Source: an optimization exercise on an open RTL-to-GDS flow (aim: small area, a short achievable clock period and few clock cycles). Production flows keep margins and buffers that such runs may drop. In this exercise RTL edits were held to simulation tests only and were not proved equivalent to the original.

==> flow/design.v, too long to show whole: its modules and the start of the top module <==
// module csa16: 12 lines
// module quantoniumos_unified_core: 1459 lines
module quantoniumos_unified_core #(
  parameter int unsigned RFT_SIZE       = 64,
  parameter int unsigned SIS_N          = 512,
  parameter int unsigned FEISTEL_ROUNDS = 48
) (
  input  logic         clk,
  input  logic         reset,
  input  logic         start,
  input  logic [2:0]   mode,
  input  logic [255:0] master_key,
  input  logic [127:0] data_in,
  output logic [255:0] data_out,
  output logic         done,
  output logic [31:0]  rft_energy,
  output logic [15:0]  sis_collision_resistance,
  output logic [5:0]   feistel_round_count,
  output logic [31:0]  pipeline_throughput
);
  // ...
==> flow/flow/run.sh <==
#!/bin/bash
set -uo pipefail
export BUFFER_PORTS_ARGS="-buffer_cell sky130_fd_sc_hd__buf_1"
bash standard.sh > flow_make.log 2>&1
==> flow/standard.sh <==
#!/bin/bash
# synth_recipe.tcl (not shown) runs the flow's synth.tcl, then flattens the netlist and writes it again
# the make line also repeats each setting of config.mk as NAME=value (left out here)
make -C /OpenROAD-flow-scripts/flow DESIGN_CONFIG=/design/flow/config.mk WORK_HOME=/design/flow/orfs CLKGATE_MAP_FILE= SYNTH_SCRIPT=/design/flow/synth_recipe.tcl "${@:-finish}"
==> flow/config.mk <==
export PLATFORM = sky130hd
export DESIGN_NAME = quantoniumos_unified_core
export DESIGN_NICKNAME = quantoniumos_unified_core
export VERILOG_FILES = /design/flow/design.v
export SDC_FILE = /design/flow/constraint.sdc
export NUM_CORES = 4
export LEC_CHECK = 0
export ABC_CLOCK_PERIOD_IN_PS = 4000
export CAP_MARGIN = 20
export CORE_MARGIN = 2
export CORE_UTILIZATION = 55
export CTS_BUF_LIST = sky130_fd_sc_hd__clkbuf_8
export SETUP_SLACK_MARGIN = 5
export SLEW_MARGIN = 20
export SYNTH_HIERARCHICAL = 1
==> flow/constraint.sdc <==
create_clock -name core_clock -period 11.5 [get_ports {clk}]
set_input_delay 2.3000 -clock core_clock [delete_from_list [all_inputs] [get_ports {clk}]]
set_output_delay 2.3000 -clock core_clock [all_outputs]
set_load 0.01 [all_outputs]
==> impl_metrics.py, run 1 <==
metrics = {
    "status": {
        "status": "no timing/DRC/antenna violations",
    },
    "yosys": {
        "synth_commonest_cells": "fa_1, nand2_1, xor2_1",
        "synth-seq-cells": 1121,
        "synth_cells": 11000,
        "async_flop_share_pct": 0,
        "synth-compound-area-share_pct": 8.53,
        "synth_top_area_cell": "fa_1",
    },
    "routing": {
        "vias_per_cell": 6.65,
        "drt_pass1_iterations": 28,
        "drc_errors": 0,
    },
    "layout": {
        "final_common_cell": "fa_1",
        "reg_top3": "data_out x256, r_k x256, mid x218",
        "seq_share_pct": 19.0,
    },
    "sta": {
        "period_share_pct": 60.9,
        "slew_headroom_pct": 6.16,
        "tightest_slew_ns": 1.39,
        "setup_violations": 0,
        "fin_ws_ns": 4.50,
    },
    "critical_path": {
        "critPathCapture": "data_out[255]",
        "cp_top_family": "adder cells",
        "path_depth": 24,
    },
    "global_route": {
        "grt_pass1_wl_microns": 797000,
        "grt.met1_usage_pct": 65.4,
    },
    "floorplanning": {
        "start_util_pct": 55.3,
    },
}
Testbench counts, summed over its fixed seeds: cycles 4,880.
==> run 2, diff against run 1 <==
--- a/flow/design.v
+++ b/flow/design.v
@@ -42,16 +42,17 @@
   logic [255:0] r_k;
   logic [127:0] r_d;
   logic [142:0]  r_w;
   logic [19:0]  r_e;
   logic [8:0]   r_pc;
   logic         pcv;
   wire accept = !busy && start;
   wire [8:0] n_inc = n + 9'd1;
+  wire tr_nx = !reset && (accept ? (mode == 3'd0 || mode == 3'd3) : (tr_c && n[2:0] != 3'd7));
   wire hash_nx = !reset && (accept ? (mode == 3'd1) : (hash_c ? (hc != 6'd63) : (ciph_c && rc == 5'd23 && r_mode == 3'd3)));
   function automatic logic [8:0] lat_of(input logic [2:0] m);
     case (m)
       3'd0:    lat_of = LAT_RFT;
       3'd1:    lat_of = LAT_SIS;
       3'd2:    lat_of = LAT_FST;
       3'd3:    lat_of = LAT_PIP;
       default: lat_of = 9'd1;
@@ -76,17 +77,17 @@
       if (accept) begin
         busy <= 1'b1;
         done <= 1'b0;
       end else if (fin) begin
         busy <= 1'b0;
         done <= 1'b1;
       end
       fin    <= accept ? mode[2] : (busy && !fin && (n_inc == lat_of(r_mode) - 9'd1));
-      tr_c   <= accept ? (mode == 3'd0 || mode == 3'd3) : (tr_c && n[2:0] != 3'd7);
+      tr_c   <= tr_nx;
       ciph_c <= accept ? (mode == 3'd2) : (ciph_c ? (rc != 5'd23) : foldld);
       hash_c <= hash_nx;
       foldld <= busy && r_mode == 3'd3 && n == 9'd8;
       outld  <= ciph_c && rc == 5'd22 && r_mode == 3'd2;
       clr    <= accept && mode[2];
     end
   end
   always_ff @(posedge clk) begin
@@ -641,115 +642,131 @@
   assign sw[125] = sv[126] ^ r_w[125];
   assign sw[126] = sv[127] ^ r_w[126];
   assign sw[127] = sv[128] ^ r_w[127];
   assign sw[128] = sv[129] ^ r_w[128];
   assign sw[131:129] = 3'b0;
   wire [127:0] s_bits = r_k[127:0] ^ r_d;
   wire [2:0]  tk = n[2:0];
   wire [2:0]  tk_nx = busy ? n_inc[2:0] : 3'd0;
-  logic [31:0] tgr;
+  logic [31:0] tneg, tpos;
   always_ff @(posedge clk) begin
-    tgr[0] <= ^((4'd0 + {1'b0, tk_nx}) & {1'b0, tk_nx});
-    tgr[1] <= ^((4'd1 + {1'b0, tk_nx}) & {1'b0, tk_nx});
-    tgr[2] <= ^((4'd2 + {1'b0, tk_nx}) & {1'b0, tk_nx});
-    tgr[3] <= ^((4'd3 + {1'b0, tk_nx}) & {1'b0, tk_nx});
-    tgr[4] <= ^((4'd4 + {1'b0, tk_nx}) & {1'b0, tk_nx});
-    tgr[5] <= ^((4'd5 + {1'b0, tk_nx}) & {1'b0, tk_nx});
-    tgr[6] <= ^((4'd6 + {1'b0, tk_nx}) & {1'b0, tk_nx});
-    tgr[7] <= ^((4'd7 + {1'b0, tk_nx}) & {1'b0, tk_nx});
-    tgr[8] <= ^((4'd8 + {1'b0, tk_nx}) & {1'b0, tk_nx});
-    tgr[9] <= ^((4'd9 + {1'b0, tk_nx}) & {1'b0, tk_nx});
-    tgr[10] <= ^((4'd10 + {1'b0, tk_nx}) & {1'b0, tk_nx});
-    tgr[11] <= ^((4'd11 + {1'b0, tk_nx}) & {1'b0, tk_nx});
-    tgr[12] <= ^((4'd12 + {1'b0, tk_nx}) & {1'b0, tk_nx});
-    tgr[13] <= ^((4'd13 + {1'b0, tk_nx}) & {1'b0, tk_nx});
-    tgr[14] <= ^((4'd14 + {1'b0, tk_nx}) & {1'b0, tk_nx});
-    tgr[15] <= ^((4'd15 + {1'b0, tk_nx}) & {1'b0, tk_nx});
-    tgr[16] <= ^((4'd0 + {1'b0, tk_nx}) & {1'b1, tk_nx});
-    tgr[17] <= ^((4'd1 + {1'b0, tk_nx}) & {1'b1, tk_nx});
-    tgr[18] <= ^((4'd2 + {1'b0, tk_nx}) & {1'b1, tk_nx});
-    tgr[19] <= ^((4'd3 + {1'b0, tk_nx}) & {1'b1, tk_nx});
-    tgr[20] <= ^((4'd4 + {1'b0, tk_nx}) & {1'b1, tk_nx});
-    tgr[21] <= ^((4'd5 + {1'b0, tk_nx}) & {1'b1, tk_nx});
-    tgr[22] <= ^((4'd6 + {1'b0, tk_nx}) & {1'b1, tk_nx});
-    tgr[23] <= ^((4'd7 + {1'b0, tk_nx}) & {1'b1, tk_nx});
-    tgr[24] <= ^((4'd8 + {1'b0, tk_nx}) & {1'b1, tk_nx});
-    tgr[25] <= ^((4'd9 + {1'b0, tk_nx}) & {1'b1, tk_nx});
-    tgr[26] <= ^((4'd10 + {1'b0, tk_nx}) & {1'b1, tk_nx});
-    tgr[27] <= ^((4'd11 + {1'b0, tk_nx}) & {1'b1, tk_nx});
-    tgr[28] <= ^((4'd12 + {1'b0, tk_nx}) & {1'b1, tk_nx});
-    tgr[29] <= ^((4'd13 + {1'b0, tk_nx}) & {1'b1, tk_nx});
-    tgr[30] <= ^((4'd14 + {1'b0, tk_nx}) & {1'b1, tk_nx});
-    tgr[31] <= ^((4'd15 + {1'b0, tk_nx}) & {1'b1, tk_nx});
+    tneg[0] <= tr_nx &  (^((4'd0 + {1'b0, tk_nx}) & {1'b0, tk_nx}));
+    tpos[0] <= tr_nx & ~(^((4'd0 + {1'b0, tk_nx}) & {1'b0, tk_nx}));
+    tneg[1] <= tr_nx &  (^((4'd1 + {1'b0, tk_nx}) & {1'b0, tk_nx}));
+    tpos[1] <= tr_nx & ~(^((4'd1 + {1'b0, tk_nx}) & {1'b0, tk_nx}));
+    tneg[2] <= tr_nx &  (^((4'd2 + {1'b0, tk_nx}) & {1'b0, tk_nx}));
+    tpos[2] <= tr_nx & ~(^((4'd2 + {1'b0, tk_nx}) & {1'b0, tk_nx}));
+    tneg[3] <= tr_nx &  (^((4'd3 + {1'b0, tk_nx}) & {1'b0, tk_nx}));
+    tpos[3] <= tr_nx & ~(^((4'd3 + {1'b0, tk_nx}) & {1'b0, tk_nx}));
+    tneg[4] <= tr_nx &  (^((4'd4 + {1'b0, tk_nx}) & {1'b0, tk_nx}));
+    tpos[4] <= tr_nx & ~(^((4'd4 + {1'b0, tk_nx}) & {1'b0, tk_nx}));
+    tneg[5] <= tr_nx &  (^((4'd5 + {1'b0, tk_nx}) & {1'b0, tk_nx}));
+    tpos[5] <= tr_nx & ~(^((4'd5 + {1'b0, tk_nx}) & {1'b0, tk_nx}));
+    tneg[6] <= tr_nx &  (^((4'd6 + {1'b0, tk_nx}) & {1'b0, tk_nx}));
+    tpos[6] <= tr_nx & ~(^((4'd6 + {1'b0, tk_nx}) & {1'b0, tk_nx}));
+    tneg[7] <= tr_nx &  (^((4'd7 + {1'b0, tk_nx}) & {1'b0, tk_nx}));
+    tpos[7] <= tr_nx & ~(^((4'd7 + {1'b0, tk_nx}) & {1'b0, tk_nx}));
+    tneg[8] <= tr_nx &  (^((4'd8 + {1'b0, tk_nx}) & {1'b0, tk_nx}));
+    tpos[8] <= tr_nx & ~(^((4'd8 + {1'b0, tk_nx}) & {1'b0, tk_nx}));
+    tneg[9] <= tr_nx &  (^((4'd9 + {1'b0, tk_nx}) & {1'b0, tk_nx}));
+    tpos[9] <= tr_nx & ~(^((4'd9 + {1'b0, tk_nx}) & {1'b0, tk_nx}));
+    tneg[10] <= tr_nx &  (^((4'd10 + {1'b0, tk_nx}) & {1'b0, tk_nx}));
+    tpos[10] <= tr_nx & ~(^((4'd10 + {1'b0, tk_nx}) & {1'b0, tk_nx}));
+    tneg[11] <= tr_nx &  (^((4'd11 + {1'b0, tk_nx}) & {1'b0, tk_nx}));
+    tpos[11] <= tr_nx & ~(^((4'd11 + {1'b0, tk_nx}) & {1'b0, tk_nx}));
+    tneg[12] <= tr_nx &  (^((4'd12 + {1'b0, tk_nx}) & {1'b0, tk_nx}));
+    tpos[12] <= tr_nx & ~(^((4'd12 + {1'b0, tk_nx}) & {1'b0, tk_nx}));
+    tneg[13] <= tr_nx &  (^((4'd13 + {1'b0, tk_nx}) & {1'b0, tk_nx}));
+    tpos[13] <= tr_nx & ~(^((4'd13 + {1'b0, tk_nx}) & {1'b0, tk_nx}));
+    tneg[14] <= tr_nx &  (^((4'd14 + {1'b0, tk_nx}) & {1'b0, tk_nx}));
+    tpos[14] <= tr_nx & ~(^((4'd14 + {1'b0, tk_nx}) & {1'b0, tk_nx}));
+    tneg[15] <= tr_nx &  (^((4'd15 + {1'b0, tk_nx}) & {1'b0, tk_nx}));
+    tpos[15] <= tr_nx & ~(^((4'd15 + {1'b0, tk_nx}) & {1'b0, tk_nx}));
+    tneg[16] <= tr_nx &  (^((4'd0 + {1'b0, tk_nx}) & {1'b1, tk_nx}));
+    tpos[16] <= tr_nx & ~(^((4'd0 + {1'b0, tk_nx}) & {1'b1, tk_nx}));
+    tneg[17] <= tr_nx &  (^((4'd1 + {1'b0, tk_nx}) & {1'b1, tk_nx}));
+    tpos[17] <= tr_nx & ~(^((4'd1 + {1'b0, tk_nx}) & {1'b1, tk_nx}));
+    tneg[18] <= tr_nx &  (^((4'd2 + {1'b0, tk_nx}) & {1'b1, tk_nx}));
+    tpos[18] <= tr_nx & ~(^((4'd2 + {1'b0, tk_nx}) & {1'b1, tk_nx}));
+    tneg[19] <= tr_nx &  (^((4'd3 + {1'b0, tk_nx}) & {1'b1, tk_nx}));
+    tpos[19] <= tr_nx & ~(^((4'd3 + {1'b0, tk_nx}) & {1'b1, tk_nx}));
+    tneg[20] <= tr_nx &  (^((4'd4 + {1'b0, tk_nx}) & {1'b1, tk_nx}));
+    tpos[20] <= tr_nx & ~(^((4'd4 + {1'b0, tk_nx}) & {1'b1, tk_nx}));
+    tneg[21] <= tr_nx &  (^((4'd5 + {1'b0, tk_nx}) & {1'b1, tk_nx}));
+    tpos[21] <= tr_nx & ~(^((4'd5 + {1'b0, tk_nx}) & {1'b1, tk_nx}));
+    tneg[22] <= tr_nx &  (^((4'd6 + {1'b0, tk_nx}) & {1'b1, tk_nx}));
+    tpos[22] <= tr_nx & ~(^((4'd6 + {1'b0, tk_nx}) & {1'b1, tk_nx}));
+    tneg[23] <= tr_nx &  (^((4'd7 + {1'b0, tk_nx}) & {1'b1, tk_nx}));
+    tpos[23] <= tr_nx & ~(^((4'd7 + {1'b0, tk_nx}) & {1'b1, tk_nx}));
+    tneg[24] <= tr_nx &  (^((4'd8 + {1'b0, tk_nx}) & {1'b1, tk_nx}));
+    tpos[24] <= tr_nx & ~(^((4'd8 + {1'b0, tk_nx}) & {1'b1, tk_nx}));
+    tneg[25] <= tr_nx &  (^((4'd9 + {1'b0, tk_nx}) & {1'b1, tk_nx}));
+    tpos[25] <= tr_nx & ~(^((4'd9 + {1'b0, tk_nx}) & {1'b1, tk_nx}));
+    tneg[26] <= tr_nx &  (^((4'd10 + {1'b0, tk_nx}) & {1'b1, tk_nx}));
+    tpos[26] <= tr_nx & ~(^((4'd10 + {1'b0, tk_nx}) & {1'b1, tk_nx}));
+    tneg[27] <= tr_nx &  (^((4'd11 + {1'b0, tk_nx}) & {1'b1, tk_nx}));
+    tpos[27] <= tr_nx & ~(^((4'd11 + {1'b0, tk_nx}) & {1'b1, tk_nx}));
+    tneg[28] <= tr_nx &  (^((4'd12 + {1'b0, tk_nx}) & {1'b1, tk_nx}));
+    tpos[28] <= tr_nx & ~(^((4'd12 + {1'b0, tk_nx}) & {1'b1, tk_nx}));
+    tneg[29] <= tr_nx &  (^((4'd13 + {1'b0, tk_nx}) & {1'b1, tk_nx}));
+    tpos[29] <= tr_nx & ~(^((4'd13 + {1'b0, tk_nx}) & {1'b1, tk_nx}));
+    tneg[30] <= tr_nx &  (^((4'd14 + {1'b0, tk_nx}) & {1'b1, tk_nx}));
+    tpos[30] <= tr_nx & ~(^((4'd14 + {1'b0, tk_nx}) & {1'b1, tk_nx}));
+    tneg[31] <= tr_nx &  (^((4'd15 + {1'b0, tk_nx}) & {1'b1, tk_nx}));
+    tpos[31] <= tr_nx & ~(^((4'd15 + {1'b0, tk_nx}) & {1'b1, tk_nx}));
   end
   wire [15:0] wd0 = {sw[1], sw[0], sv[0], su[1], su[0], r_w[10], r_w[9], r_w[8], r_w[7], r_w[6], r_w[5], r_w[4], r_w[3], r_w[2], r_w[1], r_w[0]};
-  wire tg0 = tgr[0];
-  wire [7:0] tb0 = r_d[7:0] ^ {8{tg0}};
-  wire [15:0] row0 = ~((wd0 & {16{s_bits[0]}}) | ({{8{tg0}}, tb0} & {16{tr_c}}));
+  wire [7:0] tb0 = (r_d[7:0] & {8{tpos[0]}}) | (~r_d[7:0] & {8{tneg[0]}});
+  wire [15:0] row0 = ~((wd0 & {16{s_bits[0]}}) | {{8{tneg[0]}}, tb0});
   wire [15:0] wd1 = {sw[2], sw[1], sv[1], su[2], su[1], r_w[11], r_w[10], r_w[9], r_w[8], r_w[7], r_w[6], r_w[5], r_w[4], r_w[3], r_w[2], r_w[1]};
-  wire tg1 = tgr[1];
-  wire [7:0] tb1 = r_d[15:8] ^ {8{tg1}};
-  wire [15:0] row1 = ~((wd1 & {16{s_bits[1]}}) | ({{8{tg1}}, tb1} & {16{tr_c}}));
+  wire [7:0] tb1 = (r_d[15:8] & {8{tpos[1]}}) | (~r_d[15:8] & {8{tneg[1]}});
+  wire [15:0] row1 = ~((wd1 & {16{s_bits[1]}}) | {{8{tneg[1]}}, tb1});
   wire [15:0] wd2 = {sw[3], sw[2], sv[2], su[3], su[2], r_w[12], r_w[11], r_w[10], r_w[9], r_w[8], r_w[7], r_w[6], r_w[5], r_w[4], r_w[3], r_w[2]};
-  wire tg2 = tgr[2];
-  wire [7:0] tb2 = r_d[23:16] ^ {8{tg2}};
-  wire [15:0] row2 = ~((wd2 & {16{s_bits[2]}}) | ({{8{tg2}}, tb2} & {16{tr_c}}));
+  wire [7:0] tb2 = (r_d[23:16] & {8{tpos[2]}}) | (~r_d[23:16] & {8{tneg[2]}});
+  wire [15:0] row2 = ~((wd2 & {16{s_bits[2]}}) | {{8{tneg[2]}}, tb2});
   wire [15:0] wd3 = {sw[4], sw[3], sv[3], su[4], su[3], r_w[13], r_w[12], r_w[11], r_w[10], r_w[9], r_w[8], r_w[7], r_w[6], r_w[5], r_w[4], r_w[3]};
-  wire tg3 = tgr[3];
-  wire [7:0] tb3 = r_d[31:24] ^ {8{tg3}};
-  wire [15:0] row3 = ~((wd3 & {16{s_bits[3]}}) | ({{8{tg3}}, tb3} & {16{tr_c}}));
+  wire [7:0] tb3 = (r_d[31:24] & {8{tpos[3]}}) | (~r_d[31:24] & {8{tneg[3]}});
+  wire [15:0] row3 = ~((wd3 & {16{s_bits[3]}}) | {{8{tneg[3]}}, tb3});
   wire [15:0] wd4 = {sw[5], sw[4], sv[4], su[5], su[4], r_w[14], r_w[13], r_w[12], r_w[11], r_w[10], r_w[9], r_w[8], r_w[7], r_w[6], r_w[5], r_w[4]};
-  wire tg4 = tgr[4];
-  wire [7:0] tb4 = r_d[39:32] ^ {8{tg4}};
-  wire [15:0] row4 = ~((wd4 & {16{s_bits[4]}}) | ({{8{tg4}}, tb4} & {16{tr_c}}));
+  wire [7:0] tb4 = (r_d[39:32] & {8{tpos[4]}}) | (~r_d[39:32] & {8{tneg[4]}});
+  wire [15:0] row4 = ~((wd4 & {16{s_bits[4]}}) | {{8{tneg[4]}}, tb4});
   wire [15:0] wd5 = {sw[6], sw[5], sv[5], su[6], su[5], r_w[15], r_w[14], r_w[13], r_w[12], r_w[11], r_w[10], r_w[9], r_w[8], r_w[7], r_w[6], r_w[5]};
-  wire tg5 = tgr[5];
-  wire [7:0] tb5 = r_d[47:40] ^ {8{tg5}};
-  wire [15:0] row5 = ~((wd5 & {16{s_bits[5]}}) | ({{8{tg5}}, tb5} & {16{tr_c}}));
+  wire [7:0] tb5 = (r_d[47:40] & {8{tpos[5]}}) | (~r_d[47:40] & {8{tneg[5]}});
+  wire [15:0] row5 = ~((wd5 & {16{s_bits[5]}}) | {{8{tneg[5]}}, tb5});
   wire [15:0] wd6 = {sw[7], sw[6], sv[6], su[7], su[6], r_w[16], r_w[15], r_w[14], r_w[13], r_w[12], r_w[11], r_w[10], r_w[9], r_w[8], r_w[7], r_w[6]};
-  wire tg6 = tgr[6];
-  wire [7:0] tb6 = r_d[55:48] ^ {8{tg6}};
-  wire [15:0] row6 = ~((wd6 & {16{s_bits[6]}}) | ({{8{tg6}}, tb6} & {16{tr_c}}));
+  wire [7:0] tb6 = (r_d[55:48] & {8{tpos[6]}}) | (~r_d[55:48] & {8{tneg[6]}});
+  wire [15:0] row6 = ~((wd6 & {16{s_bits[6]}}) | {{8{tneg[6]}}, tb6});
   wire [15:0] wd7 = {sw[8], sw[7], sv[7], su[8], su[7], r_w[17], r_w[16], r_w[15], r_w[14], r_w[13], r_w[12], r_w[11], r_w[10], r_w[9], r_w[8], r_w[7]};
-  wire tg7 = tgr[7];
-  wire [7:0] tb7 = r_d[63:56] ^ {8{tg7}};
-  wire [15:0] row7 = ~((wd7 & {16{s_bits[7]}}) | ({{8{tg7}}, tb7} & {16{tr_c}}));
+  wire [7:0] tb7 = (r_d[63:56] & {8{tpos[7]}}) | (~r_d[63:56] & {8{tneg[7]}});
+  wire [15:0] row7 = ~((wd7 & {16{s_bits[7]}}) | {{8{tneg[7]}}, tb7});
   wire [15:0] wd8 = {sw[9], sw[8], sv[8], su[9], su[8], r_w[18], r_w[17], r_w[16], r_w[15], r_w[14], r_w[13], r_w[12], r_w[11], r_w[10], r_w[9], r_w[8]};
-  wire tg8 = tgr[8];
-  wire [7:0] tb8 = r_d[71:64] ^ {8{tg8}};
-  wire [15:0] row8 = ~((wd8 & {16{s_bits[8]}}) | ({{8{tg8}}, tb8} & {16{tr_c}}));
+  wire [7:0] tb8 = (r_d[71:64] & {8{tpos[8]}}) | (~r_d[71:64] & {8{tneg[8]}});
+  wire [15:0] row8 = ~((wd8 & {16{s_bits[8]}}) | {{8{tneg[8]}}, tb8});
   wire [15:0] wd9 = {sw[10], sw[9], sv[9], su[10], su[9], r_w[19], r_w[18], r_w[17], r_w[16], r_w[15], r_w[14], r_w[13], r_w[12], r_w[11], r_w[10], r_w[9]};
-  wire tg9 = tgr[9];
-  wire [7:0] tb9 = r_d[79:72] ^ {8{tg9}};
-  wire [15:0] row9 = ~((wd9 & {16{s_bits[9]}}) | ({{8{tg9}}, tb9} & {16{tr_c}}));
+  wire [7:0] tb9 = (r_d[79:72] & {8{tpos[9]}}) | (~r_d[79:72] & {8{tneg[9]}});
+  wire [15:0] row9 = ~((wd9 & {16{s_bits[9]}}) | {{8{tneg[9]}}, tb9});
   wire [15:0] wd10 = {sw[11], sw[10], sv[10], su[11], su[10], r_w[20], r_w[19], r_w[18], r_w[17], r_w[16], r_w[15], r_w[14], r_w[13], r_w[12], r_w[11], r_w[10]};
-  wire tg10 = tgr[10];
-  wire [7:0] tb10 = r_d[87:80] ^ {8{tg10}};
-  wire [15:0] row10 = ~((wd10 & {16{s_bits[10]}}) | ({{8{tg10}}, tb10} & {16{tr_c}}));
+  wire [7:0] tb10 = (r_d[87:80] & {8{tpos[10]}}) | (~r_d[87:80] & {8{tneg[10]}});
+  wire [15:0] row10 = ~((wd10 & {16{s_bits[10]}}) | {{8{tneg[10]}}, tb10});
   wire [15:0] wd11 = {sw[12], sw[11], sv[11], su[12], su[11], r_w[21], r_w[20], r_w[19], r_w[18], r_w[17], r_w[16], r_w[15], r_w[14], r_w[13], r_w[12], r_w[11]};
-  wire tg11 = tgr[11];
-  wire [7:0] tb11 = r_d[95:88] ^ {8{tg11}};
-  wire [15:0] row11 = ~((wd11 & {16{s_bits[11]}}) | ({{8{tg11}}, tb11} & {16{tr_c}}));
+  wire [7:0] tb11 = (r_d[95:88] & {8{tpos[11]}}) | (~r_d[95:88] & {8{tneg[11]}});
+  wire [15:0] row11 = ~((wd11 & {16{s_bits[11]}}) | {{8{tneg[11]}}, tb11});
   wire [15:0] wd12 = {sw[13], sw[12], sv[12], su[13], su[12], r_w[22], r_w[21], r_w[20], r_w[19], r_w[18], r_w[17], r_w[16], r_w[15], r_w[14], r_w[13], r_w[12]};
-  wire tg12 = tgr[12];
-  wire [7:0] tb12 = r_d[103:96] ^ {8{tg12}};
-  wire [15:0] row12 = ~((wd12 & {16{s_bits[12]}}) | ({{8{tg12}}, tb12} & {16{tr_c}}));
+  wire [7:0] tb12 = (r_d[103:96] & {8{tpos[12]}}) | (~r_d[103:96] & {8{tneg[12]}});
+  wire [15:0] row12 = ~((wd12 & {16{s_bits[12]}}) | {{8{tneg[12]}}, tb12});
   wire [15:0] wd13 = {sw[14], sw[13], sv[13], su[14], su[13], r_w[23], r_w[22], r_w[21], r_w[20], r_w[19], r_w[18], r_w[17], r_w[16], r_w[15], r_w[14], r_w[13]};
-  wire tg13 = tgr[13];
-  wire [7:0] tb13 = r_d[111:104] ^ {8{tg13}};
-  wire [15:0] row13 = ~((wd13 & {16{s_bits[13]}}) | ({{8{tg13}}, tb13} & {16{tr_c}}));
+  wire [7:0] tb13 = (r_d[111:104] & {8{tpos[13]}}) | (~r_d[111:104] & {8{tneg[13]}});
+  wire [15:0] row13 = ~((wd13 & {16{s_bits[13]}}) | {{8{tneg[13]}}, tb13});
   wire [15:0] wd14 = {sw[15], sw[14], sv[14], su[15], su[14], r_w[24], r_w[23], r_w[22], r_w[21], r_w[20], r_w[19], r_w[18], r_w[17], r_w[16], r_w[15], r_w[14]};
-  wire tg14 = tgr[14];
-  wire [7:0] tb14 = r_d[119:112] ^ {8{tg14}};
-  wire [15:0] row14 = ~((wd14 & {16{s_bits[14]}}) | ({{8{tg14}}, tb14} & {16{tr_c}}));
+  wire [7:0] tb14 = (r_d[119:112] & {8{tpos[14]}}) | (~r_d[119:112] & {8{tneg[14]}});
+  wire [15:0] row14 = ~((wd14 & {16{s_bits[14]}}) | {{8{tneg[14]}}, tb14});
   wire [15:0] wd15 = {sw[16], sw[15], sv[15], su[16], su[15], r_w[25], r_w[24], r_w[23], r_w[22], r_w[21], r_w[20], r_w[19], r_w[18], r_w[17], r_w[16], r_w[15]};
-  wire tg15 = tgr[15];
-  wire [7:0] tb15 = r_d[127:120] ^ {8{tg15}};
-  wire [15:0] row15 = ~((wd15 & {16{s_bits[15]}}) | ({{8{tg15}}, tb15} & {16{tr_c}}));
+  wire [7:0] tb15 = (r_d[127:120] & {8{tpos[15]}}) | (~r_d[127:120] & {8{tneg[15]}});
+  wire [15:0] row15 = ~((wd15 & {16{s_bits[15]}}) | {{8{tneg[15]}}, tb15});
   wire [15:0] wd16 = {sw[17], sw[16], sv[16], su[17], su[16], r_w[26], r_w[25], r_w[24], r_w[23], r_w[22], r_w[21], r_w[20], r_w[19], r_w[18], r_w[17], r_w[16]};
   wire [15:0] row16 = ~(wd16 & {16{s_bits[16]}});
   wire [15:0] wd17 = {sw[18], sw[17], sv[17], su[18], su[17], r_w[27], r_w[26], r_w[25], r_w[24], r_w[23], r_w[22], r_w[21], r_w[20], r_w[19], r_w[18], r_w[17]};
   wire [15:0] row17 = ~(wd17 & {16{s_bits[17]}});
   wire [15:0] wd18 = {sw[19], sw[18], sv[18], su[19], su[18], r_w[28], r_w[27], r_w[26], r_w[25], r_w[24], r_w[23], r_w[22], r_w[21], r_w[20], r_w[19], r_w[18]};
   wire [15:0] row18 = ~(wd18 & {16{s_bits[18]}});
   wire [15:0] wd19 = {sw[20], sw[19], sv[19], su[20], su[19], r_w[29], r_w[28], r_w[27], r_w[26], r_w[25], r_w[24], r_w[23], r_w[22], r_w[21], r_w[20], r_w[19]};
   wire [15:0] row19 = ~(wd19 & {16{s_bits[19]}});
@@ -837,79 +854,63 @@
   wire [15:0] row60 = ~(wd60 & {16{s_bits[60]}});
   wire [15:0] wd61 = {sw[62], sw[61], sv[61], su[62], su[61], r_w[71], r_w[70], r_w[69], r_w[68], r_w[67], r_w[66], r_w[65], r_w[64], r_w[63], r_w[62], r_w[61]};
   wire [15:0] row61 = ~(wd61 & {16{s_bits[61]}});
   wire [15:0] wd62 = {sw[63], sw[62], sv[62], su[63], su[62], r_w[72], r_w[71], r_w[70], r_w[69], r_w[68], r_w[67], r_w[66], r_w[65], r_w[64], r_w[63], r_w[62]};
   wire [15:0] row62 = ~(wd62 & {16{s_bits[62]}});
   wire [15:0] wd63 = {sw[64], sw[63], sv[63], su[64], su[63], r_w[73], r_w[72], r_w[71], r_w[70], r_w[69], r_w[68], r_w[67], r_w[66], r_w[65], r_w[64], r_w[63]};
   wire [15:0] row63 = ~(wd63 & {16{s_bits[63]}});
   wire [15:0] wd64 = {sw[65], sw[64], sv[64], su[65], su[64], r_w[74], r_w[73], r_w[72], r_w[71], r_w[70], r_w[69], r_w[68], r_w[67], r_w[66], r_w[65], r_w[64]};
-  wire tg64 = tgr[16];
-  wire [7:0] tb64 = r_d[7:0] ^ {8{tg64}};
-  wire [15:0] row64 = ~((wd64 & {16{s_bits[64]}}) | ({{8{tg64}}, tb64} & {16{tr_c}}));
+  wire [7:0] tb64 = (r_d[7:0] & {8{tpos[16]}}) | (~r_d[7:0] & {8{tneg[16]}});
+  wire [15:0] row64 = ~((wd64 & {16{s_bits[64]}}) | {{8{tneg[16]}}, tb64});
   wire [15:0] wd65 = {sw[66], sw[65], sv[65], su[66], su[65], r_w[75], r_w[74], r_w[73], r_w[72], r_w[71], r_w[70], r_w[69], r_w[68], r_w[67], r_w[66], r_w[65]};
-  wire tg65 = tgr[17];
-  wire [7:0] tb65 = r_d[15:8] ^ {8{tg65}};
-  wire [15:0] row65 = ~((wd65 & {16{s_bits[65]}}) | ({{8{tg65}}, tb65} & {16{tr_c}}));
+  wire [7:0] tb65 = (r_d[15:8] & {8{tpos[17]}}) | (~r_d[15:8] & {8{tneg[17]}});
+  wire [15:0] row65 = ~((wd65 & {16{s_bits[65]}}) | {{8{tneg[17]}}, tb65});
   wire [15:0] wd66 = {sw[67], sw[66], sv[66], su[67], su[66], r_w[76], r_w[75], r_w[74], r_w[73], r_w[72], r_w[71], r_w[70], r_w[69], r_w[68], r_w[67], r_w[66]};
-  wire tg66 = tgr[18];
-  wire [7:0] tb66 = r_d[23:16] ^ {8{tg66}};
-  wire [15:0] row66 = ~((wd66 & {16{s_bits[66]}}) | ({{8{tg66}}, tb66} & {16{tr_c}}));
+  wire [7:0] tb66 = (r_d[23:16] & {8{tpos[18]}}) | (~r_d[23:16] & {8{tneg[18]}});
+  wire [15:0] row66 = ~((wd66 & {16{s_bits[66]}}) | {{8{tneg[18]}}, tb66});
   wire [15:0] wd67 = {sw[68], sw[67], sv[67], su[68], su[67], r_w[77], r_w[76], r_w[75], r_w[74], r_w[73], r_w[72], r_w[71], r_w[70], r_w[69], r_w[68], r_w[67]};
-  wire tg67 = tgr[19];
-  wire [7:0] tb67 = r_d[31:24] ^ {8{tg67}};
-  wire [15:0] row67 = ~((wd67 & {16{s_bits[67]}}) | ({{8{tg67}}, tb67} & {16{tr_c}}));
+  wire [7:0] tb67 = (r_d[31:24] & {8{tpos[19]}}) | (~r_d[31:24] & {8{tneg[19]}});
+  wire [15:0] row67 = ~((wd67 & {16{s_bits[67]}}) | {{8{tneg[19]}}, tb67});
   wire [15:0] wd68 = {sw[69], sw[68], sv[68], su[69], su[68], r_w[78], r_w[77], r_w[76], r_w[75], r_w[74], r_w[73], r_w[72], r_w[71], r_w[70], r_w[69], r_w[68]};
-  wire tg68 = tgr[20];
-  wire [7:0] tb68 = r_d[39:32] ^ {8{tg68}};
-  wire [15:0] row68 = ~((wd68 & {16{s_bits[68]}}) | ({{8{tg68}}, tb68} & {16{tr_c}}));
+  wire [7:0] tb68 = (r_d[39:32] & {8{tpos[20]}}) | (~r_d[39:32] & {8{tneg[20]}});
+  wire [15:0] row68 = ~((wd68 & {16{s_bits[68]}}) | {{8{tneg[20]}}, tb68});
   wire [15:0] wd69 = {sw[70], sw[69], sv[69], su[70], su[69], r_w[79], r_w[78], r_w[77], r_w[76], r_w[75], r_w[74], r_w[73], r_w[72], r_w[71], r_w[70], r_w[69]};
-  wire tg69 = tgr[21];
-  wire [7:0] tb69 = r_d[47:40] ^ {8{tg69}};
-  wire [15:0] row69 = ~((wd69 & {16{s_bits[69]}}) | ({{8{tg69}}, tb69} & {16{tr_c}}));
+  wire [7:0] tb69 = (r_d[47:40] & {8{tpos[21]}}) | (~r_d[47:40] & {8{tneg[21]}});
+  wire [15:0] row69 = ~((wd69 & {16{s_bits[69]}}) | {{8{tneg[21]}}, tb69});
   wire [15:0] wd70 = {sw[71], sw[70], sv[70], su[71], su[70], r_w[80], r_w[79], r_w[78], r_w[77], r_w[76], r_w[75], r_w[74], r_w[73], r_w[72], r_w[71], r_w[70]};
-  wire tg70 = tgr[22];
-  wire [7:0] tb70 = r_d[55:48] ^ {8{tg70}};
-  wire [15:0] row70 = ~((wd70 & {16{s_bits[70]}}) | ({{8{tg70}}, tb70} & {16{tr_c}}));
+  wire [7:0] tb70 = (r_d[55:48] & {8{tpos[22]}}) | (~r_d[55:48] & {8{tneg[22]}});
+  wire [15:0] row70 = ~((wd70 & {16{s_bits[70]}}) | {{8{tneg[22]}}, tb70});
   wire [15:0] wd71 = {sw[72], sw[71], sv[71], su[72], su[71], r_w[81], r_w[80], r_w[79], r_w[78], r_w[77], r_w[76], r_w[75], r_w[74], r_w[73], r_w[72], r_w[71]};
-  wire tg71 = tgr[23];
-  wire [7:0] tb71 = r_d[63:56] ^ {8{tg71}};
-  wire [15:0] row71 = ~((wd71 & {16{s_bits[71]}}) | ({{8{tg71}}, tb71} & {16{tr_c}}));
+  wire [7:0] tb71 = (r_d[63:56] & {8{tpos[23]}}) | (~r_d[63:56] & {8{tneg[23]}});
+  wire [15:0] row71 = ~((wd71 & {16{s_bits[71]}}) | {{8{tneg[23]}}, tb71});
   wire [15:0] wd72 = {sw[73], sw[72], sv[72], su[73], su[72], r_w[82], r_w[81], r_w[80], r_w[79], r_w[78], r_w[77], r_w[76], r_w[75], r_w[74], r_w[73], r_w[72]};
-  wire tg72 = tgr[24];
-  wire [7:0] tb72 = r_d[71:64] ^ {8{tg72}};
-  wire [15:0] row72 = ~((wd72 & {16{s_bits[72]}}) | ({{8{tg72}}, tb72} & {16{tr_c}}));
+  wire [7:0] tb72 = (r_d[71:64] & {8{tpos[24]}}) | (~r_d[71:64] & {8{tneg[24]}});
+  wire [15:0] row72 = ~((wd72 & {16{s_bits[72]}}) | {{8{tneg[24]}}, tb72});
   wire [15:0] wd73 = {sw[74], sw[73], sv[73], su[74], su[73], r_w[83], r_w[82], r_w[81], r_w[80], r_w[79], r_w[78], r_w[77], r_w[76], r_w[75], r_w[74], r_w[73]};
-  wire tg73 = tgr[25];
-  wire [7:0] tb73 = r_d[79:72] ^ {8{tg73}};
-  wire [15:0] row73 = ~((wd73 & {16{s_bits[73]}}) | ({{8{tg73}}, tb73} & {16{tr_c}}));
+  wire [7:0] tb73 = (r_d[79:72] & {8{tpos[25]}}) | (~r_d[79:72] & {8{tneg[25]}});
+  wire [15:0] row73 = ~((wd73 & {16{s_bits[73]}}) | {{8{tneg[25]}}, tb73});
   wire [15:0] wd74 = {sw[75], sw[74], sv[74], su[75], su[74], r_w[84], r_w[83], r_w[82], r_w[81], r_w[80], r_w[79], r_w[78], r_w[77], r_w[76], r_w[75], r_w[74]};
-  wire tg74 = tgr[26];
-  wire [7:0] tb74 = r_d[87:80] ^ {8{tg74}};
-  wire [15:0] row74 = ~((wd74 & {16{s_bits[74]}}) | ({{8{tg74}}, tb74} & {16{tr_c}}));
+  wire [7:0] tb74 = (r_d[87:80] & {8{tpos[26]}}) | (~r_d[87:80] & {8{tneg[26]}});
+  wire [15:0] row74 = ~((wd74 & {16{s_bits[74]}}) | {{8{tneg[26]}}, tb74});
   wire [15:0] wd75 = {sw[76], sw[75], sv[75], su[76], su[75], r_w[85], r_w[84], r_w[83], r_w[82], r_w[81], r_w[80], r_w[79], r_w[78], r_w[77], r_w[76], r_w[75]};
-  wire tg75 = tgr[27];
-  wire [7:0] tb75 = r_d[95:88] ^ {8{tg75}};
-  wire [15:0] row75 = ~((wd75 & {16{s_bits[75]}}) | ({{8{tg75}}, tb75} & {16{tr_c}}));
+  wire [7:0] tb75 = (r_d[95:88] & {8{tpos[27]}}) | (~r_d[95:88] & {8{tneg[27]}});
+  wire [15:0] row75 = ~((wd75 & {16{s_bits[75]}}) | {{8{tneg[27]}}, tb75});
   wire [15:0] wd76 = {sw[77], sw[76], sv[76], su[77], su[76], r_w[86], r_w[85], r_w[84], r_w[83], r_w[82], r_w[81], r_w[80], r_w[79], r_w[78], r_w[77], r_w[76]};
-  wire tg76 = tgr[28];
-  wire [7:0] tb76 = r_d[103:96] ^ {8{tg76}};
-  wire [15:0] row76 = ~((wd76 & {16{s_bits[76]}}) | ({{8{tg76}}, tb76} & {16{tr_c}}));
+  wire [7:0] tb76 = (r_d[103:96] & {8{tpos[28]}}) | (~r_d[103:96] & {8{tneg[28]}});
+  wire [15:0] row76 = ~((wd76 & {16{s_bits[76]}}) | {{8{tneg[28]}}, tb76});
   wire [15:0] wd77 = {sw[78], sw[77], sv[77], su[78], su[77], r_w[87], r_w[86], r_w[85], r_w[84], r_w[83], r_w[82], r_w[81], r_w[80], r_w[79], r_w[78], r_w[77]};
-  wire tg77 = tgr[29];
-  wire [7:0] tb77 = r_d[111:104] ^ {8{tg77}};
-  wire [15:0] row77 = ~((wd77 & {16{s_bits[77]}}) | ({{8{tg77}}, tb77} & {16{tr_c}}));
+  wire [7:0] tb77 = (r_d[111:104] & {8{tpos[29]}}) | (~r_d[111:104] & {8{tneg[29]}});
+  wire [15:0] row77 = ~((wd77 & {16{s_bits[77]}}) | {{8{tneg[29]}}, tb77});
   wire [15:0] wd78 = {sw[79], sw[78], sv[78], su[79], su[78], r_w[88], r_w[87], r_w[86], r_w[85], r_w[84], r_w[83], r_w[82], r_w[81], r_w[80], r_w[79], r_w[78]};
-  wire tg78 = tgr[30];
-  wire [7:0] tb78 = r_d[119:112] ^ {8{tg78}};
-  wire [15:0] row78 = ~((wd78 & {16{s_bits[78]}}) | ({{8{tg78}}, tb78} & {16{tr_c}}));
+  wire [7:0] tb78 = (r_d[119:112] & {8{tpos[30]}}) | (~r_d[119:112] & {8{tneg[30]}});
+  wire [15:0] row78 = ~((wd78 & {16{s_bits[78]}}) | {{8{tneg[30]}}, tb78});
   wire [15:0] wd79 = {sw[80], sw[79], sv[79], su[80], su[79], r_w[89], r_w[88], r_w[87], r_w[86], r_w[85], r_w[84], r_w[83], r_w[82], r_w[81], r_w[80], r_w[79]};
-  wire tg79 = tgr[31];
-  wire [7:0] tb79 = r_d[127:120] ^ {8{tg79}};
-  wire [15:0] row79 = ~((wd79 & {16{s_bits[79]}}) | ({{8{tg79}}, tb79} & {16{tr_c}}));
+  wire [7:0] tb79 = (r_d[127:120] & {8{tpos[31]}}) | (~r_d[127:120] & {8{tneg[31]}});
+  wire [15:0] row79 = ~((wd79 & {16{s_bits[79]}}) | {{8{tneg[31]}}, tb79});
   wire [15:0] wd80 = {sw[81], sw[80], sv[80], su[81], su[80], r_w[90], r_w[89], r_w[88], r_w[87], r_w[86], r_w[85], r_w[84], r_w[83], r_w[82], r_w[81], r_w[80]};
   wire [15:0] row80 = ~(wd80 & {16{s_bits[80]}});
   wire [15:0] wd81 = {sw[82], sw[81], sv[81], su[82], su[81], r_w[91], r_w[90], r_w[89], r_w[88], r_w[87], r_w[86], r_w[85], r_w[84], r_w[83], r_w[82], r_w[81]};
   wire [15:0] row81 = ~(wd81 & {16{s_bits[81]}});
   wire [15:0] wd82 = {sw[83], sw[82], sv[82], su[83], su[82], r_w[92], r_w[91], r_w[90], r_w[89], r_w[88], r_w[87], r_w[86], r_w[85], r_w[84], r_w[83], r_w[82]};
   wire [15:0] row82 = ~(wd82 & {16{s_bits[82]}});
   wire [15:0] wd83 = {sw[84], sw[83], sv[83], su[84], su[83], r_w[93], r_w[92], r_w[91], r_w[90], r_w[89], r_w[88], r_w[87], r_w[86], r_w[85], r_w[84], r_w[83]};
   wire [15:0] row83 = ~(wd83 & {16{s_bits[83]}});
@@ -1167,16 +1168,22 @@
   csa16 u_taa5_s0 (.a(taa4_s0), .b(taa4_c0), .c(taa4_s1), .s(taa5_s0), .y(taa5_c0_m));
   wire [15:0] taa5_c0 = {taa5_c0_m, 1'b1};
   wire [15:0] taa5_s1; wire [14:0] taa5_c1_m;
   csa16 u_taa5_s1 (.a(taa4_c1), .b(taa4_s2), .c(taa4_c2), .s(taa5_s1), .y(taa5_c1_m));
   wire [15:0] taa5_c1 = {taa5_c1_m, 1'b1};
   wire [15:0] taa5_s2; wire [14:0] taa5_c2_m;
   csa16 u_taa5_s2 (.a(taa4_s3), .b(taa4_c3), .c(taa1_c13), .s(taa5_s2), .y(taa5_c2_m));
   wire [15:0] taa5_c2 = {taa5_c2_m, 1'b1};
+  wire [15:0] taa6_s0; wire [14:0] taa6_c0_m;
+  csa16 u_taa6_s0 (.a(taa5_s0), .b(taa5_c0), .c(taa5_s1), .s(taa6_s0), .y(taa6_c0_m));
+  wire [15:0] taa6_c0 = {taa6_c0_m, 1'b1};
+  wire [15:0] taa6_s1; wire [14:0] taa6_c1_m;
+  csa16 u_taa6_s1 (.a(taa5_c1), .b(taa5_s2), .c(taa5_c2), .s(taa6_s1), .y(taa6_c1_m));
+  wire [15:0] taa6_c1 = {taa6_c1_m, 1'b1};
   wire [15:0] tab0_s0; wire [14:0] tab0_c0_m;
   csa16 u_tab0_s0 (.a(row64), .b(row65), .c(row66), .s(tab0_s0), .y(tab0_c0_m));
   wire [15:0] tab0_c0 = {tab0_c0_m, 1'b1};
   wire [15:0] tab0_s1; wire [14:0] tab0_c1_m;
   csa16 u_tab0_s1 (.a(row67), .b(row68), .c(row69), .s(tab0_s1), .y(tab0_c1_m));
   wire [15:0] tab0_c1 = {tab0_c1_m, 1'b1};
   wire [15:0] tab0_s2; wire [14:0] tab0_c2_m;
   csa16 u_tab0_s2 (.a(row70), .b(row71), .c(row72), .s(tab0_s2), .y(tab0_c2_m));
@@ -1338,33 +1345,35 @@
   csa16 u_tab5_s0 (.a(tab4_s0), .b(tab4_c0), .c(tab4_s1), .s(tab5_s0), .y(tab5_c0_m));
   wire [15:0] tab5_c0 = {tab5_c0_m, 1'b1};
   wire [15:0] tab5_s1; wire [14:0] tab5_c1_m;
   csa16 u_tab5_s1 (.a(tab4_c1), .b(tab4_s2), .c(tab4_c2), .s(tab5_s1), .y(tab5_c1_m));
   wire [15:0] tab5_c1 = {tab5_c1_m, 1'b1};
   wire [15:0] tab5_s2; wire [14:0] tab5_c2_m;
   csa16 u_tab5_s2 (.a(tab4_s3), .b(tab4_c3), .c(tab1_c13), .s(tab5_s2), .y(tab5_c2_m));
   wire [15:0] tab5_c2 = {tab5_c2_m, 1'b1};
-  logic [15:0] mid [14];
+  wire [15:0] tab6_s0; wire [14:0] tab6_c0_m;
+  csa16 u_tab6_s0 (.a(tab5_s0), .b(tab5_c0), .c(tab5_s1), .s(tab6_s0), .y(tab6_c0_m));
+  wire [15:0] tab6_c0 = {tab6_c0_m, 1'b1};
+  wire [15:0] tab6_s1; wire [14:0] tab6_c1_m;
+  csa16 u_tab6_s1 (.a(tab5_c1), .b(tab5_s2), .c(tab5_c2), .s(tab6_s1), .y(tab6_c1_m));
+  wire [15:0] tab6_c1 = {tab6_c1_m, 1'b1};
+  logic [15:0] mid [10];
   logic m_first, m_last, m_corr, m_fold, m_hash, m_tr;
   always_ff @(posedge clk) begin
-    mid[0] <= taa5_s0;
-    mid[1] <= taa5_c0;
-    mid[2] <= taa5_s1;
-    mid[3] <= taa5_c1;
-    mid[4] <= taa5_s2;
-    mid[5] <= taa5_c2;
-    mid[6] <= row63;
-    mid[7] <= tab5_s0;
-    mid[8] <= tab5_c0;
-    mid[9] <= tab5_s1;
-    mid[10] <= tab5_c1;
-    mid[11] <= tab5_s2;
-    mid[12] <= tab5_c2;
-    mid[13] <= row127;
+    mid[0] <= taa6_s0;
+    mid[1] <= taa6_c0;
+    mid[2] <= taa6_s1;
+    mid[3] <= taa6_c1;
+    mid[4] <= row63;
+    mid[5] <= tab6_s0;
+    mid[6] <= tab6_c0;
+    mid[7] <= tab6_s1;
+    mid[8] <= tab6_c1;
+    mid[9] <= row127;
   end
   always_ff @(posedge clk) begin
     if (reset) begin
       m_last <= 1'b0;
     end else begin
       m_last <= tr_c || (hash_c && hc[1:0] == 2'd3);
     end
     m_first <= tr_c || (hash_c && hc[1:0] == 2'd0);
@@ -1378,66 +1387,50 @@
   wire [15:0] fa_c = acc_c | {16{m_first}};
   wire [15:0] fbb_s = m_tr ? ~16'd8 : 16'hffff;
   wire [15:0] fbb_c = 16'hffff;
   wire [15:0] mra0 = mid[0];
   wire [15:0] mra1 = mid[1];
   wire [15:0] mra2 = mid[2];
   wire [15:0] mra3 = mid[3];
   wire [15:0] mra4 = mid[4];
-  wire [15:0] mra5 = mid[5];
-  wire [15:0] mra6 = mid[6];
-  wire [15:0] mrb0 = mid[7];
-  wire [15:0] mrb1 = mid[8];
-  wire [15:0] mrb2 = mid[9];
-  wire [15:0] mrb3 = mid[10];
-  wire [15:0] mrb4 = mid[11];
-  wire [15:0] mrb5 = mid[12];
-  wire [15:0] mrb6 = mid[13];
+  wire [15:0] mrb0 = mid[5];
+  wire [15:0] mrb1 = mid[6];
+  wire [15:0] mrb2 = mid[7];
+  wire [15:0] mrb3 = mid[8];
+  wire [15:0] mrb4 = mid[9];
   wire [15:0] tba0_s0; wire [14:0] tba0_c0_m;
   csa16 u_tba0_s0 (.a(mra0), .b(mra1), .c(mra2), .s(tba0_s0), .y(tba0_c0_m));
   wire [15:0] tba0_c0 = {tba0_c0_m, 1'b1};
   wire [15:0] tba0_s1; wire [14:0] tba0_c1_m;
-  csa16 u_tba0_s1 (.a(mra3), .b(mra4), .c(mra5), .s(tba0_s1), .y(tba0_c1_m));
+  csa16 u_tba0_s1 (.a(mra3), .b(mra4), .c(fa_s), .s(tba0_s1), .y(tba0_c1_m));
   wire [15:0] tba0_c1 = {tba0_c1_m, 1'b1};
-  wire [15:0] tba0_s2; wire [14:0] tba0_c2_m;
-  csa16 u_tba0_s2 (.a(mra6), .b(fa_s), .c(fa_c), .s(tba0_s2), .y(tba0_c2_m));
-  wire [15:0] tba0_c2 = {tba0_c2_m, 1'b1};
   wire [15:0] tba1_s0; wire [14:0] tba1_c0_m;
   csa16 u_tba1_s0 (.a(tba0_s0), .b(tba0_c0), .c(tba0_s1), .s(tba1_s0), .y(tba1_c0_m));
   wire [15:0] tba1_c0 = {tba1_c0_m, 1'b1};
-  wire [15:0] tba1_s1; wire [14:0] tba1_c1_m;
-  csa16 u_tba1_s1 (.a(tba0_c1), .b(tba0_s2), .c(tba0_c2), .s(tba1_s1), .y(tba1_c1_m));
-  wire [15:0] tba1_c1 = {tba1_c1_m, 1'b1};
   wire [15:0] tba2_s0; wire [14:0] tba2_c0_m;
-  csa16 u_tba2_s0 (.a(tba1_s0), .b(tba1_c0), .c(tba1_s1), .s(tba2_s0), .y(tba2_c0_m));
+  csa16 u_tba2_s0 (.a(tba1_s0), .b(tba1_c0), .c(tba0_c1), .s(tba2_s0), .y(tba2_c0_m));
   wire [15:0] tba2_c0 = {tba2_c0_m, 1'b1};
   wire [15:0] tba3_s0; wire [14:0] tba3_c0_m;
-  csa16 u_tba3_s0 (.a(tba2_s0), .b(tba2_c0), .c(tba1_c1), .s(tba3_s0), .y(tba3_c0_m));
+  csa16 u_tba3_s0 (.a(tba2_s0), .b(tba2_c0), .c(fa_c), .s(tba3_s0), .y(tba3_c0_m));
   wire [15:0] tba3_c0 = {tba3_c0_m, 1'b1};
   wire [15:0] tbb0_s0; wire [14:0] tbb0_c0_m;
   csa16 u_tbb0_s0 (.a(mrb0), .b(mrb1), .c(mrb2), .s(tbb0_s0), .y(tbb0_c0_m));
   wire [15:0] tbb0_c0 = {tbb0_c0_m, 1'b1};
   wire [15:0] tbb0_s1; wire [14:0] tbb0_c1_m;
-  csa16 u_tbb0_s1 (.a(mrb3), .b(mrb4), .c(mrb5), .s(tbb0_s1), .y(tbb0_c1_m));
+  csa16 u_tbb0_s1 (.a(mrb3), .b(mrb4), .c(fbb_s), .s(tbb0_s1), .y(tbb0_c1_m));
   wire [15:0] tbb0_c1 = {tbb0_c1_m, 1'b1};
-  wire [15:0] tbb0_s2; wire [14:0] tbb0_c2_m;
-  csa16 u_tbb0_s2 (.a(mrb6), .b(fbb_s), .c(fbb_c), .s(tbb0_s2), .y(tbb0_c2_m));
-  wire [15:0] tbb0_c2 = {tbb0_c2_m, 1'b1};
   wire [15:0] tbb1_s0; wire [14:0] tbb1_c0_m;
   csa16 u_tbb1_s0 (.a(tbb0_s0), .b(tbb0_c0), .c(tbb0_s1), .s(tbb1_s0), .y(tbb1_c0_m));
   wire [15:0] tbb1_c0 = {tbb1_c0_m, 1'b1};
-  wire [15:0] tbb1_s1; wire [14:0] tbb1_c1_m;
-  csa16 u_tbb1_s1 (.a(tbb0_c1), .b(tbb0_s2), .c(tbb0_c2), .s(tbb1_s1), .y(tbb1_c1_m));
-  wire [15:0] tbb1_c1 = {tbb1_c1_m, 1'b1};
   wire [15:0] tbb2_s0; wire [14:0] tbb2_c0_m;
-  csa16 u_tbb2_s0 (.a(tbb1_s0), .b(tbb1_c0), .c(tbb1_s1), .s(tbb2_s0), .y(tbb2_c0_m));
+  csa16 u_tbb2_s0 (.a(tbb1_s0), .b(tbb1_c0), .c(tbb0_c1), .s(tbb2_s0), .y(tbb2_c0_m));
   wire [15:0] tbb2_c0 = {tbb2_c0_m, 1'b1};
   wire [15:0] tbb3_s0; wire [14:0] tbb3_c0_m;
-  csa16 u_tbb3_s0 (.a(tbb2_s0), .b(tbb2_c0), .c(tbb1_c1), .s(tbb3_s0), .y(tbb3_c0_m));
+  csa16 u_tbb3_s0 (.a(tbb2_s0), .b(tbb2_c0), .c(fbb_c), .s(tbb3_s0), .y(tbb3_c0_m));
   wire [15:0] tbb3_c0 = {tbb3_c0_m, 1'b1};
   wire [15:0] tbc0_s0; wire [14:0] tbc0_c0_m;
   csa16 u_tbc0_s0 (.a(tba3_s0), .b(tba3_c0), .c(tbb3_s0), .s(tbc0_s0), .y(tbc0_c0_m));
   wire [15:0] tbc0_c0 = {tbc0_c0_m, 1'b1};
   wire [15:0] tbc1_s0; wire [14:0] tbc1_c0_m;
   csa16 u_tbc1_s0 (.a(tbc0_s0), .b(tbc0_c0), .c(tbb3_c0), .s(tbc1_s0), .y(tbc1_c0_m));
   wire [15:0] tbc1_c0 = {tbc1_c0_m, 1'b1};
   wire [15:0] acc_s_nx = tbc1_s0;
==> flow/config.mk (replaced) <==
export PLATFORM = sky130hd
export DESIGN_NAME = quantoniumos_unified_core
export DESIGN_NICKNAME = quantoniumos_unified_core
export VERILOG_FILES = /design/flow/design.v
export SDC_FILE = /design/flow/constraint.sdc
export NUM_CORES = 4
export LEC_CHECK = 0
export ABC_CLOCK_PERIOD_IN_PS = 4000
export CAP_MARGIN = 20
export CORE_MARGIN = 2
export CORE_UTILIZATION = 45
export SETUP_SLACK_MARGIN = 5
export SLEW_MARGIN = 20
export SYNTH_HIERARCHICAL = 1
==> run 2 against run 1 <==
  * The layout now fails its checks (max-capacitance violations, max-slew violations)
  * Register-to-register slack improved by 0.21 ns
  * Critical endpoint is now r_e[19]
  * Utilization is 11 points lower
  * Non-clock buffer count increased by 10
  * Flip-flop and latch count is 41 lower
  * Worst hold slack better by 0.015 ns
  * Final cell count up 2.7%
  * Die area is 20% higher
  * Sequential share of layout area down 0.52 points
==> impl_metrics.py, run 2 <==
metrics = {
    "global_route": {
        "gr-usage-all-layers_pct": 48.9,
        "overflow": 0,
        "grt_max_degree": 151,
        "antenna_found_initial": 120,
        "first_global_vias": 96300,
        "grt_pass1_wl_microns": 855000,
    },
    "sta": {
        "tightest_slew_ns": 1.50,
        "setup_tns_ns": 0,
        "hold_violations": 0,
        "period_share_pct": 59.1,
        "slew_viol_final": 2,
        "setup_violations": 0,
        "min_period_ns": 6.79,
        "fin_worst_skew_ns": 0.0809,
        "slew_headroom_pct": -0.626,
        "grt_setup_unrepaired": "true",
        "max_freq_ghz": 0.147,
    },
    "critical_path": {
        "start_kind": "flip-flop",
        "reg2reg_to": "r_e[19]",
        "critical_path_class": "reg -> reg",
        "crit_path_end_kind": "flip-flop",
        "rrSetupSlack_ns": 4.71,
        "crit_top_cell": "fa_1",
        "crit-reg2reg-launch": "r_d[0]",
        "arrival_ns": 7.36,
        "worstRegToRegCells": 28,
        "crit_fanout": 4,
        "crit_slowest_cell": "fa_1",
        "max_stage_delay_ns": 0.56,
        "required_ns": 12.07,
    },
    "floorplanning": {
        "core_area_sq_mm": 0.256,
        "dieArea_sq_mm": 0.261,
        "start_util_pct": 45.1,
        "die_h_microns": 511,
        "num_rows": 186,
        "chipWidth_microns": 511,
        "top_level_ports": 733,
    },
    "clock_tree": {
        "cts-root-buf": "clkbuf_16",
        "numCtsBuffers": 137,
        "cts_tree": "yes",
        "clk_latency_ns": 0.88,
        "h-tree-depth": 4,
        "clkTransAtPathRegs_ns": 0.06,
        "cts.sinks": 1080,
        "clockBufferDepth": 3,
        "postCtsHoldBufs": 0,
    },
    "yosys": {
        "synth-compound-area-share_pct": 8.90,
        "synthDistinctLibCells": 92,
        "synth_top_family_by_area": "adder cells",
        "synth_sequential_area_ratio_pct": 21.1,
        "synth_mux_area_share_pct": 5.04,
        "synth_area_leaders": "fa_1, dfxtp_1, edfxtp_1",
        "async_flop_share_pct": 0,
        "synth_cells": 10900,
        "ys_warn_count": 8,
        "synthesis.area_sq_mm": 0.116,
        "synth_top_area_share_pct": 35.6,
        "synthAdderAreaFrac_pct": 38.3,
        "synth.most_common_cell": "fa_1",
        "synth_commonest_cells": "fa_1, nand2_1, dfxtp_1",
        "synth-seq-cells": 1080,
        "avgSynthCellArea_sq_um": 10.6,
        "synth-xor-area-share_pct": 11.9,
        "synth_ff_type": "dfxtp_1",
        "synth_top_area_cell": "fa_1",
        "synth_simple_gate_area_share_pct": 10.6,
        "synth-edff-count": 279,
    },
    "min_path": {
        "hold_depth": 1,
        "min_from": "r_k[236]",
        "hold_path.class": "reg -> reg",
        "min_delay_worst_endpoint": "r_k[108]",
    },
    "place": {
        "hpwl_microns": 519000,
        "gp_congestion": 1.13,
        "portBuffers": 682,
        "dpl-instance-area_sq_mm": 0.123,
    },
    "status": {
        "failed_checks": "max-capacitance violations, max-slew violations",
        "status": "failed layout checks",
    },
    "job": {
        "cap_viol_max_count": 1,
    },
    "layout": {
        "reg_top3": "data_out x256, r_k x256, mid x156",
        "fill_cells": 23200,
        "area_delta_synth_final_pct": 14.6,
        "final_common_cell": "fa_1",
        "design_area_sq_mm": 0.132,
        "drive_gt1_share_pct": 12.9,
        "final_cell_mix": "fa_1, nand2_1, dfxtp_1",
        "fin_util_pct": 51.7,
        "nets": 14400,
    },
    "routing": {
        "drt_iter0_markers": 13500,
        "drt_pass1_iterations": 8,
        "wl_per_cell_microns": 42.4,
        "via_count": 96900,
        "ant_nets": 0,
        "drc_errors": 0,
        "wirelength_microns": 646000,
        "vias_per_cell": 6.36,
    },
}
## run 2: final cells by class
class                      instances  area (sq um)  area share [%]
sequential                      1080         24500            18.5
tap                             3384          4230            3.20
timing repair buffer            1321          7940            6.00
inverter                         275          1040           0.786
clock inverter                    62           922           0.696
clock buffer                     185          3860            2.92
antenna                           68           170           0.129
multi-input combinational       8870         89800            67.8
## run 2: kinds of logic after synthesis
group | Yosys count
compound gates | 1584
xor+xnor | 1347
flops | 1080
buf+inv | 1184
simple gates | 2873
mux | 549
other cells | 2
fa+ha+maj | 2306
## run 2: worst max-delay path: cells and delay by family, from the launching register on
| family | cells | cell delay [ns] |
|---|---|---|
| adder cells (fa/ha/maj) | 7 | 3.04 |
| AO/OA/AOI/OAI | 10 | 1.84 |
| buffers and inverters | 8 | 0.78 |
| flip-flops | 1 | 0.41 |
| AND/OR/NAND/NOR | 2 | 0.28 |
| XOR/XNOR | 1 | 0.11 |
## run 2: routing by layer
metal,vias up,global-route usage [%],part of all wire (%)
met3,1829,21.5,14
met1,50400,61.4,37
met4,78,35.4,9.1
met5,-,0.822,0.12
li1,37100,-,-
met2,7485,66.5,40
## run 2: metrics by stage
stage                     setup slack, ns  hold slack, ns  cells
after CTS                            4.74           0.423  15100
after global placement               2.83           0.436  14700
after floorplan                      5.01           0.359  11100
final                                4.71           0.433  15200
after global routing                 4.51           0.457  15200
after detailed placement             2.86           0.439  14700
## run 2: how the worst max path moves through the flow
| stage | cells past startpoint | to | slack (ns) | start |
|---|---|---|---|---|
| 2_1_floorplan | 25 | data_out[255] | 5.01 | m_first |
| 4_1_cts | 24 | data_out[127] | 4.74 | m_first |
| 5_1_grt | 28 | r_e[19] | 4.51 | r_d[0] |
| 3_5_place_dp | 28 | data_out[5] | 2.86 | r_d[11] |
| 3_3_place_gp | 28 | data_out[5] | 2.83 | r_d[11] |
| 6_report | 28 | r_e[19] | 4.71 | r_d[0] |
## run 2: modules after synthesis, one instance, submodules excluded
| module | cells inside | copies in the design | cell area, sq um | flip-flops and latches |
|---|---|---|---|---|
| csa16 | 16 | 130 | 324 | 0 |
| quantoniumos_unified_core | 8845 | 1 | 73400 | 1080 |
## run 2: repair_timing
| action | CTS | global route |
|---|---|---|
| resized for setup | 333 | 162 |
| gates cloned | 1 | 1 |
| setup endpoints to repair | 159 | 113 |
| buffers inserted | 148 | 67 |
| pin swaps | 127 | 140 |
Testbench counts of run 2, summed over its fixed seeds: cycles 4,880.
==> run 3, diff against run 2 <==
--- a/flow/config.mk
+++ b/flow/config.mk
@@ -11,2 +11,3 @@
 export CORE_UTILIZATION = 45
+export CTS_BUF_LIST = sky130_fd_sc_hd__clkbuf_8
 export SETUP_SLACK_MARGIN = 5
==> run 3 against run 2 <==
  * The run now finishes clean
  * Worst setup slack worse by 0.029 ns
  * Largest cell class unchanged
  * Cell area rose by 0.16%
  * Non-clock buffer count rose by 20
  * First-iteration DRC count fell by 0.50%
  * Flip-flop and latch count unchanged
==> impl_metrics.py, run 3 <==
metrics = {
    "status": {
        "status": "no timing/DRC/antenna violations",
    },
    "routing": {
        "wl_per_cell_microns": 42.1,
        "vias_per_cell": 6.34,
        "drt_iter0_markers": 13400,
    },
    "floorplanning": {
        "num_rows": 186,
        "start_util_pct": 45.1,
        "core_area_sq_mm": 0.256,
        "top_level_ports": 733,
        "die_h_microns": 511,
    },
    "clock_tree": {
        "h-tree-depth": 4,
        "numCtsBuffers": 209,
        "cts-root-buf": "clkbuf_8",
        "clockBufferDepth": 4,
        "clk_latency_ns": 1.12,
        "cts.sinks": 1080,
    },
    "global_route": {
        "antenna_found_initial": 108,
        "grt_max_degree": 151,
        "gr-usage-all-layers_pct": 48.9,
    },
    "yosys": {
        "synth_cells": 10900,
        "synth_top_area_cell": "fa_1",
        "ys_warn_count": 8,
        "synthesis.area_sq_mm": 0.116,
        "async_flop_share_pct": 0,
        "synth_top_area_share_pct": 35.6,
        "synth_commonest_cells": "fa_1, nand2_1, dfxtp_1",
        "synth_sequential_area_ratio_pct": 21.1,
    },
    "critical_path": {
        "reg2reg_to": "data_out[7]",
        "worstRegToRegCells": 32,
        "max_stage_delay_ns": 0.41,
        "rrSetupSlack_ns": 4.68,
        "crit_top_cell": "a21o_1",
        "crit_slowest_cell": "edfxtp_1",
        "start_kind": "flip-flop",
    },
    "layout": {
        "drive_gt1_share_pct": 14.0,
        "fin_util_pct": 51.8,
        "area_delta_synth_final_pct": 14.8,
        "reg_top3": "data_out x256, r_k x256, mid x156",
    },
    "min_path": {
        "hold_depth": 1,
        "hold_path.class": "reg -> reg",
    },
    "sta": {
        "setup_violations": 0,
        "slew_viol_final": 0,
    },
    "place": {
        "portBuffers": 682,
    },
}
-- run 3: cell counts after synthesis --
No cell type changed its count.
-- run 3: per-layer routing --
| metal | vias up | share of wire, % | GRT usage (%) |
|---|---|---|---|
| li1 | 37300 | - | - |
| met4 | 56 | 9.0 | 35.1 |
| met3 | 1908 | 14 | 21.0 |
| met1 | 50700 | 37 | 61.5 |
| met5 | - | 0.097 | 0.420 |
| met2 | 7694 | 40 | 66.8 |
-- run 3: worst min-delay path by stage --
stage | endpoint | from
2_1_floorplan | m_hash | hash_c
3_5_place_dp | r_k[74] | r_k[202]
4_1_cts | r_k[48] | r_k[176]
3_3_place_gp | r_k[85] | r_k[213]
6_report | r_k[48] | r_k[176]
5_1_grt | r_k[48] | r_k[176]
-- run 3: worst max-delay path, delay by kind of cell, from the launching register on --
family                   cells  cell delay [ns]
AO/OA/AOI/OAI               16             3.38
adder cells (fa/ha/maj)      3             0.94
AND/OR/NAND/NOR              6             0.63
buffers and inverters        5             0.81
flip-flops                   1             0.41
XOR/XNOR                     2             0.40
-- run 3: metrics by stage --
| stage | hold slack, ns | area, sq um | setup slack (ns) | cells |
|---|---|---|---|---|
| 4_1_cts | 0.403 | 131000 | 4.78 | 15200 |
| 3_5_place_dp | 0.439 | 123000 | 2.86 | 14700 |
| 5_1_grt | 0.417 | 132000 | 4.54 | 15300 |
| 2_1_floorplan | 0.359 | 116000 | 5.01 | 11100 |
| 3_3_place_gp | 0.436 | 123000 | 2.83 | 14700 |
| 6_report | 0.406 | 133000 | 4.68 | 15400 |
-- run 3: cell type report --
| cell class | count | area [sq um] | area share (%) |
|---|---|---|---|
| clock inverters | 122 | 971 | 0.732 |
| diodes | 69 | 173 | 0.130 |
| flip-flops and latches | 1080 | 24500 | 18.4 |
| clock buffers | 260 | 3580 | 2.70 |
| multi-input cells | 8870 | 90000 | 67.8 |
| inverters | 275 | 1040 | 0.782 |
| well taps | 3384 | 4230 | 3.19 |
| repair buffers | 1341 | 8200 | 6.18 |
-- run 3: per-module statistics from Yosys (local to each module, per instance) --
module	copies in the design	cells	flops+latches	area (sq um)
csa16	130	16	0	324
quantoniumos_unified_core	1	8845	1080	73400
-- run 3: cell families (layout without fill, tap and decap cells) --
logic type | Yosys count | in the layout | share of synthesized area [%]
other cells | 2 | 280 | 0.00650
compound gates | 1584 | 1584 | 8.90
mux | 549 | 549 | 5.04
simple gates | 2873 | 2873 | 10.6
fa+ha+maj | 2306 | 2306 | 38.3
buf+inv | 1184 | 1998 | 4.03
flops | 1080 | 1080 | 21.1
xor+xnor | 1347 | 1347 | 11.9
-- run 3: what timing repair did --
action | CTS | global route
resized for setup | 351 | 206
pin swaps | 133 | 167
setup endpoints to repair | 161 | 115
cloned | 1 | 0
buffers inserted | 146 | 89

==> port drivers added, routing unchanged <==
No port has a modelled driver above. Below, the same layouts with a new extraction and two added sets of constraints.
Step 1, drivers: a clkbuf_16 drives clk and a buf_2 each remaining input, both assumed.
Step 2 also shifts input and output timing later by t, the mid clock arrival at the registers, as if the neighbouring blocks saw the same clock.
Slacks: no drivers / after step 1 / after step 2; pairs: no drivers / after step 1.
run	t, ns	setup WS [ns]	latest minus earliest clock arrival (ns)	slew at the worst register clock pin (ns)
run 1	1.128	4.498 / 4.498 / 4.498	0.139 / 0.139	0.09 / 0.09
run 2	0.957	4.709 / 4.709 / 4.709	0.107 / 0.107	0.08 / 0.08
run 3	1.151	4.679 / 4.679 / 4.679	0.132 / 0.131	0.08 / 0.08
